Source: an optimization exercise on an open RTL-to-GDS flow (aim: small area, a short achievable clock period and few clock cycles per item). Production flows keep margins and buffers that such runs may drop.
At most, simulation tests tie the RTL to the original design; equivalence was not proved.
Power is estimated from default activity; no workload was simulated.

==> inputs of job 3659 <==
Design mac_pipe, start of the top module:
module mac_pipe (
  input  logic               clk,
  input  logic               rst,
  input  logic               in_valid,
  output logic               in_ready,
  input  logic               in_first,
  input  logic               in_last,
  input  logic [71:0]        kernel_in,
  input  logic [71:0]        map_in,
  input  logic signed [31:0] bias,
  input  logic [4:0]         shift,
  output logic               out_valid,
  input  logic               out_ready,
  output logic signed [7:0]  mac_out
);
  logic take;
  assign take = in_valid && in_ready;
  logic bo1;
  logic bt2;
  logic bn3;
  logic pp4;
  logic pp5;
  logic pp6;
  logic pp7;
  logic pp8;
  logic pp9;
  logic pp10;
  logic pp11;
  logic pp12;
  logic bo13;
  logic bt14;
  logic bn15;
  logic pp16;
  logic pp17;
  logic pp18;
  logic pp19;
  logic pp20;
  logic pp21;
  logic pp22;
  logic pp23;
  logic pp24;
  logic bo25;
  logic bt26;
  logic bn27;
  logic pp28;
  logic pp29;
  logic pp30;
  logic pp31;
  logic pp32;
  logic pp33;
  logic pp34;
  logic pp35;
  logic pp36;
  logic bo37;
  logic bt38;
  logic bn39;
  logic pp40;
  logic pp41;
  logic pp42;
  logic pp43;
  logic pp44;
  logic pp45;
  logic pp46;
  logic pp47;
  logic pp48;
  logic bo49;
  logic bt50;
  logic bn51;
  logic pp52;
  logic pp53;
  logic pp54;
  logic pp55;
  logic pp56;
  logic pp57;
  logic pp58;
  logic pp59;
  logic pp60;
  logic bo61;
  logic bt62;
  logic bn63;
  ...
export LEC_CHECK = 0
export ABC_AREA = 1
export CAP_MARGIN = 20
export CORE_MARGIN = 2
export CORE_UTILIZATION = 60
export CTS_CLUSTER_DIAMETER = 80
export CTS_CLUSTER_SIZE = 30
export SETUP_SLACK_MARGIN = 4.0
export SLEW_MARGIN = 20
create_clock -name core_clock -period 7.5 [get_ports {clk}]
standard.sh (not shown) runs the stock make flow with config.mk's settings and CLKGATE_MAP_FILE= SYNTH_SCRIPT=/design/flow/synth_recipe.tcl, a recipe that flattens the netlist after the stock synthesis.
==> flow/flow/run.sh <==
#!/bin/bash
# Layout flow: the standard flow with two changes.
#  1. After the standard synthesis, flow/polarity.py re-chooses which full
#     adders work on complemented signals, so fewer inverters sit between
#     adders (registers and all other cells are left as synthesis made them).
#  2. Ports are buffered with sky130_fd_sc_hd__buf_1 instead of the default
#     pick; timing repair still resizes them as needed.
# Each tool's output goes to a log file of its own in this folder.
set -euo pipefail
R=orfs/results/${FLOW_PLATFORM:-sky130hd}/mac_pipe/base
bash standard.sh "$(pwd)/$R/1_2_yosys.v" > synth.log 2>&1
cp "$R/1_2_yosys.v" 1_2_yosys.standard.v
python3 flow/polarity.py 1_2_yosys.standard.v "$R/1_2_yosys.v" > polarity.log 2>&1
BUFFER_PORTS_ARGS="-buffer_cell sky130_fd_sc_hd__buf_1" bash standard.sh finish > layout.log 2>&1
Other scripts of this flow, unchanged in this note and not shown: flow/flow/polarity.py
==> job 4890 (differences from job 3659) <==
- CTS_CLUSTER_DIAMETER: 80 -> not set
- CTS_CLUSTER_SIZE: 30 -> not set
==> summary of the runs <==
Job 3659 finished with timing, DRC and antenna clean. Job 4890 finished clean. Combinational power is about the same in job 3659 and job 4890. In job 4890 the sequential share of layout area is lower than in job 3659, by 0.66 points. Clock skew: job 3659 is higher than job 4890 (17 ps). Utilization: job 4890 is higher than job 3659 (1.6 points). In job 4890 the non-clock buffer count is higher than in job 3659, by 4. Sequential cell count is the same in job 4890 and job 3659. In critical path depth, job 4890 and job 3659 do not differ.
==> figures <==
                                                    job 4890    job 3659
Run status                  no timing/DRC/antenna violations  no timing/DRC/antenna violations
Vias in the first global route                         21875       21527
Period minus WS final                                3474 ps     3471 ps
Clock share of power                                   0.122       0.080
Internal power consumption                          9.460 mW    8.653 mW
Final hold slack                                    324.2 ps    331.5 ps
Sequential share of power                              0.196       0.206
Worst Setup Slack, final                             4026 ps     4029 ps
Fmax achieved                                     0.2879 GHz  0.2881 GHz
Non-clock buffering overhead in the final layout     0.03061     0.03112
Slowest cell delay on critical path                   560 ps      590 ps
Reg2reg setup slack                                  4030 ps     4030 ps
Final wirelength                                    82800 um    81360 um
Cells resized by post-CTS repair                          39          43
Number of clock buffer instances in the layout            50          24
Testbench counts of job 3659, summed over its fixed seeds: cycles 7,044, items 7,012.
Testbench counts of job 4890, summed over its fixed seeds: cycles 7,044, items 7,012.

* * *

==> run Y: inputs <==
Another version of the RTL of mac_pipe (not shown whole).
make LEC_CHECK=0 ABC_AREA=1 CAP_MARGIN=20 CORE_MARGIN=2 CORE_UTILIZATION=40 SETUP_SLACK_MARGIN=4.0 SLEW_MARGIN=20 finish   # period 7.5 ns
run.sh (not shown) runs the stock make flow with config.mk's settings and CLKGATE_MAP_FILE= SYNTH_SCRIPT=/design/flow/synth_recipe.tcl, a recipe that flattens the netlist after the stock synthesis.
Stock flow here: none of the scripts above is used.
==> run C (differences from run Y) <==
--- a/flow/design.v
+++ b/flow/design.v
@@ -3080,19 +3080,19 @@
   logic [4:0] w_shift;
   logic [31:0] w_a;
   logic [31:0] w_b;
   always_ff @(posedge clk) begin
     r_k    <= kernel_in;
     r_m    <= map_in;
     r_bias <= bias;
     t5 <= {bb608, bb607, bb606, bb605, bb604, bb603, bb602, bb601, bb600, bb599, bb598, bb597, bb596, fc1538, bb595, fc1536, fs1537, fc1612, fc1534, fs1535, fc1610, fc1608, fc1532, fc1530, fs1611, fc1606, fc1604, fs1609, fs1607, fc1602, fc1600, fc1598, fc1522, fc1520, fs1605, fs1603, fc1596, fc1594, fc1592, fc1590, fc1514, fc1512, fs1601, fs1599, fs1597, fc1588, fc1586, fc1584, fc1582, fs1595, fs1593, fs1591, fs1589, fc1580, fc1578, fc1576, fc1574, fc1492, fs1587, fs1585, fs1583, fs1581, fc1572, fc1570, fc1568, fc1566, fc1478, fc1476, fs1579, fs1577, fs1575, fs1573, fc1564, fc1562, fc1560, fc1558, fc1464, fs1571, fs1569, fs1567, fs1565, fc1556, fc1554, fc1552, fs1563, fs1561, fs1559, fs1557, fc1550, fc1548, fc1442, fs1555, fs1553, fs1551, fc1546, fc1544, fc1434, fs1549, fs1547, fc1542, fc1428, fs1545, fs1543, fc1540, fc1424, fc1256, fs1541, fs1539, fs1421, bb577, fs993};
-    w_a <= {hs1781, hs1779, hs1777, hs1775, hs1773, hs1771, hs1769, hs1767, hs1765, hs1763, hs1761, hs1759, hs1757, fs1755, fs1753, fs1751, fs1749, fs1747, fs1745, fs1743, fs1741, fs1739, fs1737, fs1735, fs1733, fs1731, fs1729, fs1727, hs1725, t5[3], t5[2], t5[0]} & {32{c5_valid}};
-    w_b <= {hc1780, hc1778, hc1776, hc1774, hc1772, hc1770, hc1768, hc1766, hc1764, hc1762, hc1760, hc1758, fc1756, fc1754, fc1752, fc1750, fc1748, fc1746, fc1744, fc1742, fc1740, fc1738, fc1736, fc1734, fc1732, fc1730, fc1728, hc1726, t5[7], 1'b0, 1'b0, t5[1]} & {32{c5_valid}};
-    r_first <= in_first && take;
+    w_a <= {hs1781, hs1779, hs1777, hs1775, hs1773, hs1771, hs1769, hs1767, hs1765, hs1763, hs1761, hs1759, hs1757, fs1755, fs1753, fs1751, fs1749, fs1747, fs1745, fs1743, fs1741, fs1739, fs1737, fs1735, fs1733, fs1731, fs1729, fs1727, hs1725, t5[3], t5[2], t5[0]};
+    w_b <= {hc1780, hc1778, hc1776, hc1774, hc1772, hc1770, hc1768, hc1766, hc1764, hc1762, hc1760, hc1758, fc1756, fc1754, fc1752, fc1750, fc1748, fc1746, fc1744, fc1742, fc1740, fc1738, fc1736, fc1734, fc1732, fc1730, fc1728, hc1726, t5[7], 1'b0, 1'b0, t5[1]};
+    r_first <= in_first;
     r_last <= in_last;
     r_shift <= shift;
     c5_first <= r_first;
     c5_last <= r_last;
     c5_shift <= r_shift;
     w_first <= c5_first;
     w_last <= c5_last;
     w_shift <= c5_shift;
@@ -3122,59 +3122,56 @@
     end
   end
   assign acc_next = acc_s + {acc_c[30:0], 1'b0};
   always_ff @(posedge clk or posedge rst) begin
     if (rst) begin
       acc   <= 32'd0;
       a_res <= 1'b0;
     end else begin
-      acc <= acc_next;
+      if (w_valid) begin
+        acc <= acc_next;
+      end
       a_res <= w_valid && w_last;
     end
   end
   always_ff @(posedge clk) begin
     a_shift <= w_shift;
   end
   logic signed [32:0] xs;
   logic [31:0]        hi_mask;
   logic               ovf;
   logic [7:0]         q8;
   logic               rb;
   logic [7:0]         rq;
   always_comb begin
     xs      = $signed({acc, 1'b0}) >>> a_shift;
     q8      = xs[8:1];
     rb      = xs[0];
-    hi_mask = '0;
-    for (int i = 7; i < 32; i++) begin
-      hi_mask[i] = a_shift <= 5'(i - 7);
-    end
+    hi_mask = 32'hffffffff << ({1'b0, a_shift} + 6'd7);
     ovf     = |((acc ^ {32{acc[31]}}) & hi_mask);
     if (ovf) begin
       rq = acc[31] ? 8'h80 : 8'h7f;
     end else if (!acc[31] && q8 == 8'h7f && rb) begin
       rq = 8'h7f;
     end else begin
       rq = q8 + {7'd0, rb};
     end
   end
   logic [7:0]      q_mem [6];
   logic [5:0]      q_wr;
   logic [5:0]      q_rd;
   logic [2:0]      q_cnt;
   logic [2:0]      q_cnt_n;
   logic [2:0]      n_out;
   logic [2:0]      n_out_n;
-  logic            ask;
   logic            pop;
   assign pop     = out_valid && out_ready;
-  assign ask     = take && in_last;
   assign q_cnt_n = q_cnt + 3'(a_res) - 3'(pop);
-  assign n_out_n = n_out + 3'(ask) - 3'(pop);
+  assign n_out_n = n_out + 3'(take && in_last) - 3'(pop);
   always_ff @(posedge clk) begin
     for (int i = 0; i < 6; i++) begin
       if (a_res && q_wr[i]) begin
         q_mem[i] <= rq;
       end
     end
   end
   always_ff @(posedge clk or posedge rst) begin
@@ -3189,19 +3186,18 @@
       if (a_res) begin
         q_wr <= {q_wr[4:0], q_wr[5]};
       end
       if (pop) begin
         q_rd <= {q_rd[4:0], q_rd[5]};
       end
       q_cnt     <= q_cnt_n;
       n_out     <= n_out_n;
-      out_valid <= a_res || q_cnt > 3'd1 || (q_cnt == 3'd1 && !pop);
-      in_ready  <= n_out < 3'd5 || (n_out == 3'd5 && (!ask || pop))
-                   || (n_out == 3'd6 && pop);
+      out_valid <= q_cnt_n != '0;
+      in_ready  <= n_out_n < 3'd6;
     end
   end
   always_comb begin
     mac_out = '0;
     for (int i = 0; i < 6; i++) begin
       mac_out = mac_out | (q_rd[i] ? q_mem[i] : 8'd0);
     end
   end
==> notes.md <==
Initial standard-cell utilization of the core: run Y 40.4%; run C 40.4%
Comb power frac: run Y 55.7%; run C 56.0%
Initial antenna violation count: run Y 3; run C 2
Result of the run: run Y no timing/DRC/antenna violations; run C no timing/DRC/antenna violations
Total stage count of the critical path: run Y 7; run C 8
Wl on met1: run Y 40.7 mm; run C 41.5 mm
Area of the die: run Y 85400 um^2; run C 86600 um^2
Weighted congestion reported at the end of routability-driven placement: run Y 0.939; run C 0.977
Wirelength, routed: run Y 96.7 mm; run C 101 mm
Die span in y: run Y 292 um; run C 294 um
Crit path capture: run Y mac_out[3]; run C t5[49]
Relative contribution of sequential cells to total power: run Y 25.7%; run C 25.4%
Number of fillers in the final layout: run Y 7899; run C 8018
Proportion of cell area occupied by registers: run Y 27.9%; run C 27.6%
Nonclk inv count: run Y 884; run C 883
Setup slack after placement: run Y 3.71 ns; run C 3.54 ns
Data required time at the worst endpoint: run Y 6.00 ns; run C 8.02 ns
Post-detailed-route via-to-cell ratio: run Y 4.82; run C 4.81
Type of the worst setup path: run Y reg2out; run C reg2reg
Final-layout clock-cell area share: run Y 4.93%; run C 5.10%
Number of design-rule violations left by the first detailed-router iteration: run Y 1651; run C 1917
Number of buffers and inverters on the critical path: run Y 3; run C 2
Summed area of non-filler cells in the final layout: run Y 38100 um^2; run C 38700 um^2
Power density normalized to cell area: run Y 391 nW/um^2; run C 406 nW/um^2
Testbench counts of run Y, summed over its fixed seeds: cycles 7,052, items 7,012.
For run C, only the layout was checked, not whether the RTL still works.

* * *

==> inputs of run G <==
RTL: one of the versions met above, not the one the previous note started from.
Settings: LEC_CHECK=0, ABC_AREA=1, CAP_MARGIN=20, CORE_MARGIN=2, CORE_UTILIZATION=60, CTS_CLUSTER_DIAMETER=80, CTS_CLUSTER_SIZE=30, SETUP_SLACK_MARGIN=4.0, SLEW_MARGIN=20; clock period 7.5 ns.
standard.sh (not shown) runs the stock make flow with config.mk's settings and CLKGATE_MAP_FILE= SYNTH_SCRIPT=/design/flow/synth_recipe.tcl, a recipe that flattens the netlist after the stock synthesis.
Scripts as last shown in full above: flow/flow/run.sh
Other scripts of this flow, unchanged in this note and not shown: flow/flow/polarity.py
==> run P: changes against run G <==
==> flow/flow/run.sh (replaced) <==
#!/bin/bash
# Layout flow: the standard flow with two changes.
#  1. After the standard synthesis, flow/polarity.py re-chooses which full
#     adders work on complemented signals and swaps simple gates for their
#     De Morgan / complemented-output twins, so fewer inverters remain
#     (registers are left as synthesis made them). Yosys then proves the new
#     netlist equivalent to the standard one (registers paired by name); if
#     that proof fails, the standard netlist is laid out instead.
#  2. Ports are buffered with sky130_fd_sc_hd__buf_1 instead of the default
#     pick; timing repair still resizes them as needed.
# Each tool's output goes to a log file of its own in this folder.
set -euo pipefail
R=orfs/results/${FLOW_PLATFORM:-sky130hd}/mac_pipe/base
LIB=$(ls "$FLOW_HOME"/platforms/${FLOW_PLATFORM:-sky130hd}/lib/sky130_fd_sc_hd__tt_025C_1v80.lib)
bash standard.sh "$(pwd)/$R/1_2_yosys.v" > synth.log 2>&1
cp "$R/1_2_yosys.v" 1_2_yosys.standard.v
python3 flow/polarity.py 1_2_yosys.standard.v 1_2_yosys.polarity.v > polarity.log 2>&1
python3 flow/hide_names.py 1_2_yosys.polarity.v polarity_hidden.v > hide.log 2>&1
sed "s#@LIB@#$LIB#" flow/equiv.ys > equiv.ys
YOSYS=$(command -v yosys || echo "$FLOW_HOME/../tools/install/yosys/bin/yosys")
if "$YOSYS" -q -l equiv.log equiv.ys > equiv.out 2>&1; then
  cp 1_2_yosys.polarity.v "$R/1_2_yosys.v"
  echo "polarity netlist proven equivalent; using it" >> polarity.log
else
  echo "equivalence not proven; keeping the standard netlist" >> polarity.log
fi
BUFFER_PORTS_ARGS="-buffer_cell sky130_fd_sc_hd__buf_1" bash standard.sh finish > layout.log 2>&1
==> flow/flow/equiv.ys (new file) <==
read_liberty -ignore_miss_func -overwrite @LIB@
read_verilog 1_2_yosys.standard.v
rename mac_pipe gold
read_verilog polarity_hidden.v
rename mac_pipe gate
hierarchy -check
flatten
proc; async2sync; opt_clean
equiv_make gold gate eq
equiv_simple
equiv_induct
equiv_status -assert
==> flow/flow/hide_names.py (new file) <==
#!/usr/bin/env python3
"""Copy a mapped netlist with every cell and net renamed except registers,
their outputs and the ports, so that an equivalence check pairs only those.

Usage: hide_names.py IN.v OUT.v
"""
import re
import sys

src = open(sys.argv[1]).read()
inst_re = re.compile(r"^(\s*)(sky130_fd_sc_hd__\w+)\s+(\S+)\s*\((.*?)\);\s*$", re.S | re.M)
FF = re.compile(r"__(df|edf|sdf)")
keep = set()
for m in inst_re.finditer(src):
    if FF.search(m.group(2)):
        keep.add(re.search(r"\.Q\(\s*(.*?)\s*\)", m.group(4)).group(1))
hdr = re.search(r"module\s+\w+\s*\((.*?)\);", src, re.S)
ports = set(p.strip() for p in hdr.group(1).split(","))

def base(n):
    return re.sub(r"\s*\[\d+\]$", "", n).lstrip("\\")

def ren(m):
    p, n = m.group(1), m.group(2).strip()
    if n in keep or base(n) in ports or n.startswith("1'"):
        return m.group(0)
    return f".{p}(\\zz_{n.lstrip(chr(92)).replace(' ', '')} )"

out = []
pos = 0
for m in inst_re.finditer(src):
    out.append(src[pos:m.start(3)])
    nm = m.group(3)
    if not FF.search(m.group(2)):
        nm = "\\zz_" + nm.lstrip("\\") + " "
    out.append(nm + " (")
    out.append(re.sub(r"\.(\w+)\(\s*(.*?)\s*\)", ren, m.group(4)))
    pos = m.end(4)
out.append(src[pos:])
t = "".join(out)
t = re.sub(r"^\s*wire\s+.*?;\s*$\n", "", t, flags=re.M)
open(sys.argv[2], "w").write(t)
--- a/flow/config.mk
+++ b/flow/config.mk
@@ -10,6 +10,6 @@
 export CORE_MARGIN = 2
 export CORE_UTILIZATION = 60
-export CTS_CLUSTER_DIAMETER = 80
-export CTS_CLUSTER_SIZE = 30
+export CTS_CLUSTER_DIAMETER = 90
+export CTS_CLUSTER_SIZE = 36
 export SETUP_SLACK_MARGIN = 4.0
 export SLEW_MARGIN = 20
==> comparison <==
Against run P, the routed wire length of run G is larger by 0.89%. Against run G, the utilization of run P is lower by 0.14 points. Between run P and run G, the lower combinational power is in run P (gap about 3%, measured against run G). Cell count is about the same in run P and run G. Run P produced a clean layout. Run G went through all stages and came out clean. Against run G, the first-iteration DRC count of run P is larger by 9.2%. Critical path depth is the same in run P and run G.
Testbench counts of run G, summed over its fixed seeds: cycles 7,044, items 7,012.
Testbench counts of run P, summed over its fixed seeds: cycles 7,044, items 7,012.

## re-timing with driven ports
No port has a modelled driver above. Below, the same layouts with a new extraction and two added sets of constraints.
Step 1 (the two cells are an assumption about what drives the block):
set clk [get_ports {clk}]
set_driving_cell -lib_cell sky130_fd_sc_hd__clkbuf_16 $clk
set_driving_cell -lib_cell sky130_fd_sc_hd__buf_2 [delete_from_list [all_inputs] $clk]
Step 2 adds t to the input delays and takes it off the output delays; t is the mean of the earliest and latest rising clock arrival at the registers after step 1. Input paths then give back, and output paths get back, about the clock's delay inside the block.
Three values: no drivers, after step 1, after step 2; two values: the first two.
run | t (ns) | slack for setup (ns) | clock arrival spread, ns | worst register clock-pin slew, ns | worst slew at a driven data input, ns
job 3659 | 0.609 | 4.029 / 4.029 / 3.465 | 0.047 / 0.047 | 0.11 / 0.11 | 0.05
job 4890 | 0.599 | 4.026 / 4.026 / 3.486 | 0.023 / 0.023 | 0.07 / 0.07 | 0.04
run Y | 0.685 | 3.994 / 3.929 / 3.863 | 0.039 / 0.039 | 0.08 / 0.08 | 0.07
run C | 0.716 | 4.053 / 4.044 / 3.609 | 0.035 / 0.035 | 0.07 / 0.07 | 0.07
run G | 0.607 | 3.995 / 3.995 / 3.490 | 0.037 / 0.037 | 0.11 / 0.11 | 0.07
run P | 0.568 | 3.972 / 3.972 / 3.536 | 0.041 / 0.042 | 0.12 / 0.12 | 0.06
After both steps every run listed still meets setup and hold. The setup slack of job 3659, which loses most, moves by 0.000 ns with the drivers and by -0.564 ns with both steps.
